From an optimization exercise on the open Yosys and OpenROAD flow, aimed at a short achievable clock period and few clock cycles; shortcuts taken in it are not production practice. In this exercise RTL edits were held to simulation tests only and were not proved equivalent to the original.

==> flow/config.mk <==
export PLATFORM = sky130hd
export DESIGN_NAME = cnn_top
export DESIGN_NICKNAME = cnn_top
export VERILOG_FILES = /design/flow/design.v
export SDC_FILE = /design/flow/constraint.sdc
export NUM_CORES = 4
export LEC_CHECK = 0
export ABC_CLOCK_PERIOD_IN_PS = 4000
export CAP_MARGIN = 20
export CORE_MARGIN = 2
export CORE_UTILIZATION = 40
export SETUP_SLACK_MARGIN = 5
export SLEW_MARGIN = 20
==> flow/constraint.sdc <==
create_clock -name core_clock -period 11.0 [get_ports {clk}]
set_input_delay 2.2000 -clock core_clock [delete_from_list [all_inputs] [get_ports {clk}]]
set_output_delay 2.2000 -clock core_clock [all_outputs]
set_load 0.01 [all_outputs]
==> flow/design.v <==
package cnn_pkg;
  localparam int ADDR_W         = 19;   
  localparam int DP_DEPTH       = 4;    
  localparam int MAX_DIM        = 32;   
  localparam int DIM_W          = 6;    
  localparam int WORD_W         = 32;   
  localparam int BYTES_PER_WORD = 4;    
  localparam int ACC_W          = 32;   
  localparam int ACT_MAX        = 255;  
  typedef enum logic [2:0] {
    IDLE      = 3'd0,
    LOAD_WGT  = 3'd1,   
    LOAD_BIAS = 3'd2,
    READ_LINE = 3'd3,   
    MAC       = 3'd4,
    WAIT_WR   = 3'd5,   
    DONE      = 3'd6
  } cnn_state_e;
  typedef struct packed {
    logic [ADDR_W-1:0] addr_x;      
    logic [ADDR_W-1:0] addr_y;      
    logic [ADDR_W-1:0] addr_bias;
    logic [ADDR_W-1:0] addr_z;      
    logic [DIM_W-1:0]  x_rows;
    logic [DIM_W-1:0]  x_cols;
  } cnn_cfg_t;
  typedef struct packed {
    logic              req;
    logic [ADDR_W-1:0] addr;
  } rd_port_t;
  typedef struct packed {
    logic              req;
    logic [ADDR_W-1:0] addr;
    logic [WORD_W-1:0] data;
  } wr_port_t;
  typedef struct packed {
    logic                    valid;
    logic                    last;    
    logic signed [ACC_W-1:0] sum;
  } pix_t;
endpackage
`timescale 1ns/1ps
`timescale 1ns/1ps
module cnn_mac
(
  input  logic [31:0]        px,    
  input  logic [31:0]        wc,    
  output logic signed [17:0] dot
);
  always_comb
  begin
    dot = '0;
    for (int k = 0; k < 4; k++)
      dot = dot + 18'($signed({1'b0, px[8*k +: 8]}) * $signed(wc[8*k +: 8]));
  end
endmodule
`timescale 1ns/1ps
`timescale 1ns/1ps
import cnn_pkg::*;
module cnn_top
(
  input  logic              clk,
  input  logic              rst_n,
  input  logic [ADDR_W-1:0] cfg_addr_x,
  input  logic [ADDR_W-1:0] cfg_addr_y,
  input  logic [ADDR_W-1:0] cfg_addr_bias,
  input  logic [ADDR_W-1:0] cfg_addr_z,
  input  logic [DIM_W-1:0]  cfg_x_rows,
  input  logic [DIM_W-1:0]  cfg_x_cols,
  input  logic              go,
  output logic              done,
  output logic              busy,
  output logic              rd_req,
  output logic [ADDR_W-1:0] rd_addr,
  input  logic              rd_ack,
  input  logic [WORD_W-1:0] rd_data,
  output logic              wr_req,
  output logic [ADDR_W-1:0] wr_addr,
  output logic [WORD_W-1:0] wr_data,
  input  logic              wr_ack
);
  logic              busy_q;
  logic              done_q;
  logic              done_now;
  logic              start;
  logic [DIM_W-1:0]  rows_q;
  logic [DIM_W-1:0]  cols_q;
  assign start = !busy_q && go;
  assign busy  = busy_q;
  assign done  = done_q || done_now;
  logic              rpend;
  logic              rack_q;
  logic              rcap;
  logic [2:0]        phase;        
  logic [ADDR_W-1:0] raddr;
  assign rd_req  = rpend && !rd_ack;
  assign rd_addr = raddr;
  assign rcap    = rd_ack && !rack_q;
  logic [DIM_W-1:0]  pos_row;
  logic [DIM_W-1:0]  pos_col;
  logic [DIM_W:0]    ncol_raw;
  logic              nwrap;
  logic [DIM_W-1:0]  nrow;
  logic [DIM_W-1:0]  ncol;
  logic              more;         
  logic              more_next;
  assign ncol_raw  = {1'b0, pos_col} + 7'd4;
  assign nwrap     = ncol_raw >= {1'b0, cols_q};
  assign ncol      = nwrap ? DIM_W'(ncol_raw - {1'b0, cols_q}) : DIM_W'(ncol_raw);
  assign nrow      = pos_row + DIM_W'(nwrap);
  assign more      = pos_row < rows_q;
  assign more_next = nrow < rows_q;
  logic [3:0]        bvalid;
  always_comb
  begin
    for (int i = 0; i < 4; i++)
    begin
      logic [DIM_W:0]   craw;
      logic             wrp;
      logic [DIM_W-1:0] c;
      logic [DIM_W-1:0] r;
      craw = {1'b0, pos_col} + 7'(i);
      wrp  = craw >= {1'b0, cols_q};
      c    = wrp ? DIM_W'(craw - {1'b0, cols_q}) : DIM_W'(craw);
      r    = pos_row + DIM_W'(wrp);
      bvalid[i] = (r >= 6'd3) && (r < rows_q) && (c >= 6'd3);
    end
  end
  logic [3:0]        fcount;
  logic              credit;
  assign credit = fcount <= 4'd3;
  always_ff @(posedge clk or negedge rst_n)
  begin
    if (!rst_n)
    begin
      busy_q  <= 1'b0;
      done_q  <= 1'b0;
      rpend   <= 1'b0;
      rack_q  <= 1'b0;
      phase   <= '0;
      raddr   <= '0;
      rows_q  <= '0;
      cols_q  <= '0;
      pos_row <= '0;
      pos_col <= '0;
    end
    else
    begin
      rack_q <= rd_ack;
      if (start)
      begin
        busy_q  <= 1'b1;
        rpend   <= 1'b1;
        phase   <= '0;
        raddr   <= cfg_addr_y;
        rows_q  <= cfg_x_rows;
        cols_q  <= cfg_x_cols;
        pos_row <= '0;
        pos_col <= '0;
      end
      else
      begin
        if (done_now)
          done_q <= 1'b1;
        if (done_q && !go)
        begin
          done_q <= 1'b0;
          busy_q <= 1'b0;
        end
        if (rcap)
        begin
          case (phase)
            3'd3:    raddr <= cfg_addr_bias;
            3'd4:    raddr <= cfg_addr_x;
            default: raddr <= raddr + ADDR_W'(4);
          endcase
          if (phase != 3'd5)
          begin
            phase <= phase + 3'd1;
            rpend <= 1'b1;
          end
          else
          begin
            pos_row <= nrow;
            pos_col <= ncol;
            rpend   <= more_next && credit;
          end
        end
        else if (busy_q && !rpend && (phase == 3'd5) && more && credit)
          rpend <= 1'b1;
      end
    end
  end
  logic [127:0]       wgt;    
  logic signed [31:0] bias;
  always_ff @(posedge clk)
  begin
    if (rcap && (phase < 3'd4))
      wgt[32*phase[1:0] +: 32] <= rd_data;
    if (rcap && (phase == 3'd4))
      bias <= rd_data;
  end
  logic [3:0][31:0] wcol;
  always_comb
    for (int j = 0; j < 4; j++)
      for (int k = 0; k < 4; k++)
        wcol[j][8*k +: 8] = wgt[8*(4*k + j) +: 8];
  logic [31:0][23:0] colq;
  logic [3:0][23:0] colupd;
  logic        pcap;
  assign pcap = rcap && (phase == 3'd5);
  always_comb
    for (int i = 0; i < 4; i++)
      colupd[i] = {rd_data[8*i +: 8], colq[i][23:8]};
  always_ff @(posedge clk)
  begin
    if (pcap)
    begin
      for (int j = 0; j < 32; j++)
      begin
        logic [DIM_W:0] d;
        d = 7'(j) + 7'd4 - {1'b0, cols_q};
        if (d < 7'd4)
          colq[j] <= colupd[d[1:0]];
        else if (j < 28)
          colq[j] <= colq[j + 4];
      end
    end
  end
  logic        s1_go;
  logic        s1_last;
  logic [3:0]  s1_mask;
  logic [6:0][31:0] seq;       
  always_ff @(posedge clk or negedge rst_n)
  begin
    if (!rst_n)
    begin
      s1_go   <= 1'b0;
      s1_last <= 1'b0;
      s1_mask <= '0;
    end
    else
    begin
      s1_go   <= pcap;
      s1_last <= pcap && !more_next;
      if (pcap)
        s1_mask <= bvalid;
    end
  end
  always_ff @(posedge clk)
  begin
    if (pcap)
    begin
      for (int h = 0; h < 3; h++)
        seq[h] <= seq[h + 4];
      for (int i = 0; i < 4; i++)
        seq[3 + i] <= {rd_data[8*i +: 8], colq[i]};
    end
  end
  logic [3:0][3:0][17:0] dcol;    
  genvar gi, gj;
  generate
    for (gi = 0; gi < 4; gi++)
    begin : g_win
      for (gj = 0; gj < 4; gj++)
      begin : g_col
        cnn_mac u_mac (
          .px  (seq[gi + gj]),
          .wc  (wcol[gj]),
          .dot (dcol[gi][gj])
        );
      end
    end
  endgenerate
  logic [1:0] s1_first;
  logic [2:0] s1_num;
  always_comb
  begin
    s1_first = 2'd0;
    for (int i = 3; i >= 0; i--)
      if (s1_mask[i])
        s1_first = 2'(i);
    s1_num = 3'(s1_mask[0]) + 3'(s1_mask[1]) + 3'(s1_mask[2]) + 3'(s1_mask[3]);
  end
  logic               s2_go;
  logic               s2_last;
  logic [1:0]         s2_first;
  logic [2:0]         s2_num;
  logic [3:0][3:0][17:0] s2_d;
  always_ff @(posedge clk or negedge rst_n)
  begin
    if (!rst_n)
    begin
      s2_go    <= 1'b0;
      s2_last  <= 1'b0;
      s2_first <= '0;
      s2_num   <= '0;
    end
    else
    begin
      s2_go    <= s1_go;
      s2_last  <= s1_last;
      s2_first <= s1_first;
      s2_num   <= s1_num;
    end
  end
  always_ff @(posedge clk)
    if (s1_go)
      s2_d <= dcol;
  logic [3:0][7:0] res;
  always_comb
  begin
    for (int i = 0; i < 4; i++)
    begin
      logic signed [31:0] s;
      s = bias + 32'($signed(s2_d[i][0])) + 32'($signed(s2_d[i][1])) + 32'($signed(s2_d[i][2])) + 32'($signed(s2_d[i][3]));
      if (s < 0)
        res[i] = 8'd0;
      else if (s > 32'sd255)
        res[i] = 8'd255;
      else
        res[i] = s[7:0];
    end
  end
  logic [1:0]  pcnt;        
  logic [31:0] pbuf;
  logic        flush;       
  logic        fin;         
  logic [2:0]  total;
  logic [31:0] word;
  logic [3:0]  lane_new;    
  logic [3:0][7:0]  lane_res;
  logic        push;
  assign total = 3'(pcnt) + s2_num;
  always_comb
  begin
    for (int l = 0; l < 4; l++)
    begin
      logic [1:0] off;
      logic [2:0] idx;
      off         = 2'(2'(l) - pcnt);
      idx         = 3'(s2_first) + 3'(off);
      lane_res[l] = res[idx[1:0]];
      lane_new[l] = s2_go && (3'(off) < s2_num);
      if (3'(l) < 3'(pcnt))
        word[8*l +: 8] = pbuf[8*l +: 8];
      else if (s2_go && (3'(l) < total))
        word[8*l +: 8] = lane_res[l];
      else
        word[8*l +: 8] = 8'd0;
    end
  end
  assign push = flush || (s2_go && ((total >= 3'd4) || (s2_last && (total != 3'd0))));
  always_ff @(posedge clk)
    for (int l = 0; l < 4; l++)
      if (lane_new[l])
        pbuf[8*l +: 8] <= lane_res[l];
  always_ff @(posedge clk or negedge rst_n)
  begin
    if (!rst_n)
    begin
      pcnt  <= '0;
      flush <= 1'b0;
      fin   <= 1'b0;
    end
    else if (start)
    begin
      pcnt  <= '0;
      flush <= 1'b0;
      fin   <= 1'b0;
    end
    else if (flush)
    begin
      pcnt  <= '0;
      flush <= 1'b0;
      fin   <= 1'b1;
    end
    else if (s2_go)
    begin
      if (total >= 3'd4)
        pcnt <= 2'(total - 3'd4);
      else if (s2_last)
        pcnt <= '0;
      else
        pcnt <= 2'(total);
      if (s2_last)
      begin
        if (total > 3'd4)
          flush <= 1'b1;
        else
          fin <= 1'b1;
      end
    end
  end
  logic [7:0][31:0]  fmem;
  logic [2:0]        fwp;
  logic [2:0]        frp;
  logic              wack_q;
  logic              wcap;
  logic [ADDR_W-1:0] waddr;
  assign wcap     = wr_ack && !wack_q;
  assign wr_req   = (fcount != 4'd0) && !wr_ack;
  assign wr_addr  = waddr;
  assign wr_data  = fmem[frp];
  assign done_now = busy_q && !done_q && fin && (fcount == 4'd1) && wcap;
  always_ff @(posedge clk)
    if (push)
      fmem[fwp] <= word;
  always_ff @(posedge clk or negedge rst_n)
  begin
    if (!rst_n)
    begin
      fwp    <= '0;
      frp    <= '0;
      fcount <= '0;
      wack_q <= 1'b0;
      waddr  <= '0;
    end
    else
    begin
      wack_q <= wr_ack;
      if (push)
        fwp <= fwp + 3'd1;
      if (wcap)
        frp <= frp + 3'd1;
      fcount <= fcount + 4'(push) - 4'(wcap);
      if (start)
        waddr <= cfg_addr_z;
      else if (wcap)
        waddr <= waddr + ADDR_W'(4);
    end
  end
endmodule
==> flow/run.sh <==
#!/bin/bash
# synth_recipe.tcl (not shown) runs the flow's synth.tcl, then flattens the netlist and writes it again
# the make line also repeats each setting of config.mk as NAME=value (left out here)
make -C /OpenROAD-flow-scripts/flow DESIGN_CONFIG=/design/flow/config.mk WORK_HOME=/design/flow/orfs CLKGATE_MAP_FILE= SYNTH_SCRIPT=/design/flow/synth_recipe.tcl finish
==> results.txt <==
-- registers in the layout, indices dropped and copies added, names as in the netlist, 19 cells and up --
name / flops
raddr: 19
seq: 224
colq: 768
pbuf: 24
wgt: 128
fmem: 256
s2_d: 288
waddr: 19
bias: 32
-- cell type report --
| cell class | count | area (um2) |
|---|---|---|
| antenna | 104 | 260.3 |
| clock buffer | 268 | 5769 |
| clock inverter | 140 | 1272 |
| fill | 57965 | 326800 |
| inverter | 5557 | 21060 |
| multi-input combinational | 17632 | 194500 |
| sequential | 1817 | 54090 |
| tap | 8407 | 10520 |
| timing repair buffer | 2099 | 22890 |
-- final timing paths --
check	endpoint	slack, ps	depth (start not counted)
worst max-delay path	s2_d[52]	3710	34
worst min-delay path	seq[194]	420	0
worst max register to register	s2_d[52]	3710	34
worst min register to register	seq[194]	420	0
max in group asynchronous	frp[0]	8200	2
min in group asynchronous	waddr[1]	1240	1
-- logic make-up (layout without fill, tap and decap cells) --
family / Yosys count / count (layout) / synth area share
buf+inv: 6516 / 8064 / 0.09588
mux: 886 / 886 / 0.04591
flops: 1817 / 1817 / 0.2112
other cells: 0 / 104 / 0
xor+xnor: 1147 / 1147 / 0.03939
compound gates: 2723 / 2725 / 0.06728
fa+ha+maj: 6554 / 6554 / 0.4166
simple gates: 6316 / 6320 / 0.1238
-- stage by stage --
step / instances / worst slack (ps)
after global placement: 34075 / 1853
after floorplan: 25959 / 3850
final: 36024 / 3711
after CTS: 35442 / 3846
after global routing: 35960 / 3462
after detailed placement: 34088 / 2130
-- metal layers --
metal | GRT usage | share of wire | vias up
met5 | 0 | 0.00032 | -
met4 | 0.1665 | 0.081 | 46
met1 | 0.3772 | 0.39 | 99658
met2 | 0.4388 | 0.42 | 8851
li1 | - | - | 85100
met3 | 0.07739 | 0.11 | 1984
-- Yosys cell counts, drive strengths merged, types with 15 or more instances --
library cell,count
nor3,141
nand4,46
o21ai,756
a31oi,41
a211oi,37
or3,69
a31o,17
and2,2194
o41ai,29
a21boi,30
fa,3287
o21a,122
clkbuf,888
mux2i,17
a21o,204
edfxtp,1720
xnor2,780
a21oi,830
o22ai,15
o211ai,55
o31ai,35
nor2,835
o221ai,27
nor4,21
inv,5556
dfrtp,97
a22oi,27
nor2b,136
mux2,709
buf,71
a221o,25
or2,34
nand2b,423
a32oi,17
xor2,364
nand2,2239
and3,39
ha,3267
nand3,101
a221oi,16
a22o,61
mux4,160
a2111oi,15
o21bai,249
-- repair_timing --
item / CTS / global route
gates cloned: 39 / 34
buffers inserted: 907 / 442
setup endpoints to repair: 502 / 461
gates resized for setup: 2670 / 1692
pin swaps: 1142 / 1462
==> qor.csv <==
stage,metric,value,unit
logic_synthesis,post-synth top area share,0.2570,
detailed_routing,post-route antenna net violation count,0,
final_layout,"most common cell after layout, fill and taps aside",inv_1,
critical_path,Required @ worst endpoint,11680,ps
global_route,initial antenna violation count,137,
sta,RSZ-0062 raised after global routing,yes,
critical_path,Top Family by Delay on Critical Path,adder cells,
detailed_routing,total wire length,974000,um
status,status,timing/DRC/antenna clean,
detailed_routing,DRC viols,0,
sta,Final period util,0.6627,
critical_path,crit end category,flip-flop,
floorplan,Placeable Area,637200,um2
detailed_routing,initial DRC count,18826,
clocking,CTS buffer count,221,
clocking,TritonCTS clock tree,yes,
sta,worst slew pin tran,1262,ps
clocking,hold buffers post-CTS,0,
sta,"Setup violations, final",0,
sta,worst hold slack,418.7,ps
sta,Max Slew Vio Count,0,
logic_synthesis,Netlist cell types,118,
global_route,total grt overflow,0,
floorplan,Die ar.,646600,um2
logic_synthesis,Ys Warns,2,
clocking,Clock transition at path regs,60,ps
clocking,CTS Buffer Depth,4,
detailed_routing,drt first pass iters,8,
detailed_routing,via count,195639,
logic_synthesis,Synth Register Bits,1817,
sta,"Hold Violations, Final",0,
critical_path,arrival time of the worst setup path,7970,ps
placement,DP HPWL,715300,um
clocking,clock latency on the worst-skew pair,1050,ps
critical_path,worst path bufs/invs,7,
clocking,H-tree lvl count,4,
final_layout,Post-layout nets,34007,
final_layout,"commonest cells after routing, fill and taps aside","5183 x inv_1, 3184 x fa_1, 2894 x ha_1",
final_layout,layout overhead on the synthesized area,21.18,%
sta,fmax,0.1372,GHz
logic_synthesis,Cells after Synth,25959,
critical_path,Critical Path Fanout Max,6,
job,MaxCap Viol Count,0,
global_route,largest net degree at the start of global routing,213,
sta,Setup TNS,0,ps
sta,clock skew,161.6,ps
logic_synthesis,"EDFF count, synth",1720,
critical_path,Crit path largest cell delay,530,ps
sta,max_slew headroom,0.1526,
worst_hold_path,hold_sp,colq[74],
clocking,clk sinks,1817,
critical_path,Crit-path slowest cell,fa_1,
logic_synthesis,post-synthesis area per instance,9.865,um2
logic_synthesis,Synth area leaders,"fa_1 26%, edfxtp_1 20%, ha_1 16%",
critical_path,R2R Path Start,wgt[83],
floorplan,Die W,804.1,um
final_layout,fin area,310300,um2
sta,minimum clock period,7289,ps
critical_path,Setup crit start kind,flip-flop,
global_route,number of global-route vias before repair,195649,
final_layout,layout cell share with drive strength beyond 1,0.2130,
worst_hold_path,Hold Path Class,flip-flop to flip-flop,
floorplan,I/O Pins,199,
global_route,gr usage total,0.2906,
global_route,first-pass GRT wire length,1363000,um
logic_synthesis,Synth Flop Type,edfxtp_1,
floorplan,Die Y,804.1,um
detailed_routing,drt wl/cell,27.04,um
floorplan,Initial Utilization,0.4019,
floorplan,placement row count,293,
clocking,Root Buffer,clkbuf_16,
logic_synthesis,post-synthesis sequential area ratio,0.2112,
detailed_routing,via density per instance,5.431,
logic_synthesis,asr flop ratio synth,0.05338,
placement,port bufs,198,
logic_synthesis,Syn Nets,32638,
logic_synthesis,"area leader, netlist",fa_1,
placement,Placer Congestion,1.004,
final_layout,Layout Utilization,0.4870,
critical_path,crit path from,wgt[83],
logic_synthesis,Mapped Area,256100,um2
placement,Area after DPL,269200,um2
critical_path,kind of critical path,flip-flop to flip-flop,
Testbench counts, summed over its fixed seeds: cycles 11,214.

afterwards: timing with drivers on the ports:
Ports are ideal in the flow. The routed layout listed here was re-timed in OpenROAD.
Step 1 sets driving cells, clkbuf_16 on the clock port and buf_2 on the other inputs (assumed; they add their load-dependent delay and slew).
Step 2, shift: input delay + t, output delay - t, t = (earliest + latest rising clock arrival at the registers) / 2. This alone moves slack from input paths to output paths.
Slacks: no drivers / after step 1 / after step 2; pairs: no drivers / after step 1.
shift t [ns]: 1.103
setup slack, ns: 3.711 / 3.711 / 3.711
worst setup path at the end: register to register
worst data-port slew with drivers (ns): 0.09
cell pins on the clock port's net: 1
After both steps this run still meets setup and hold. For this run, drivers alone change the setup slack by 0.000 ns; drivers and shift together by 0.000 ns.
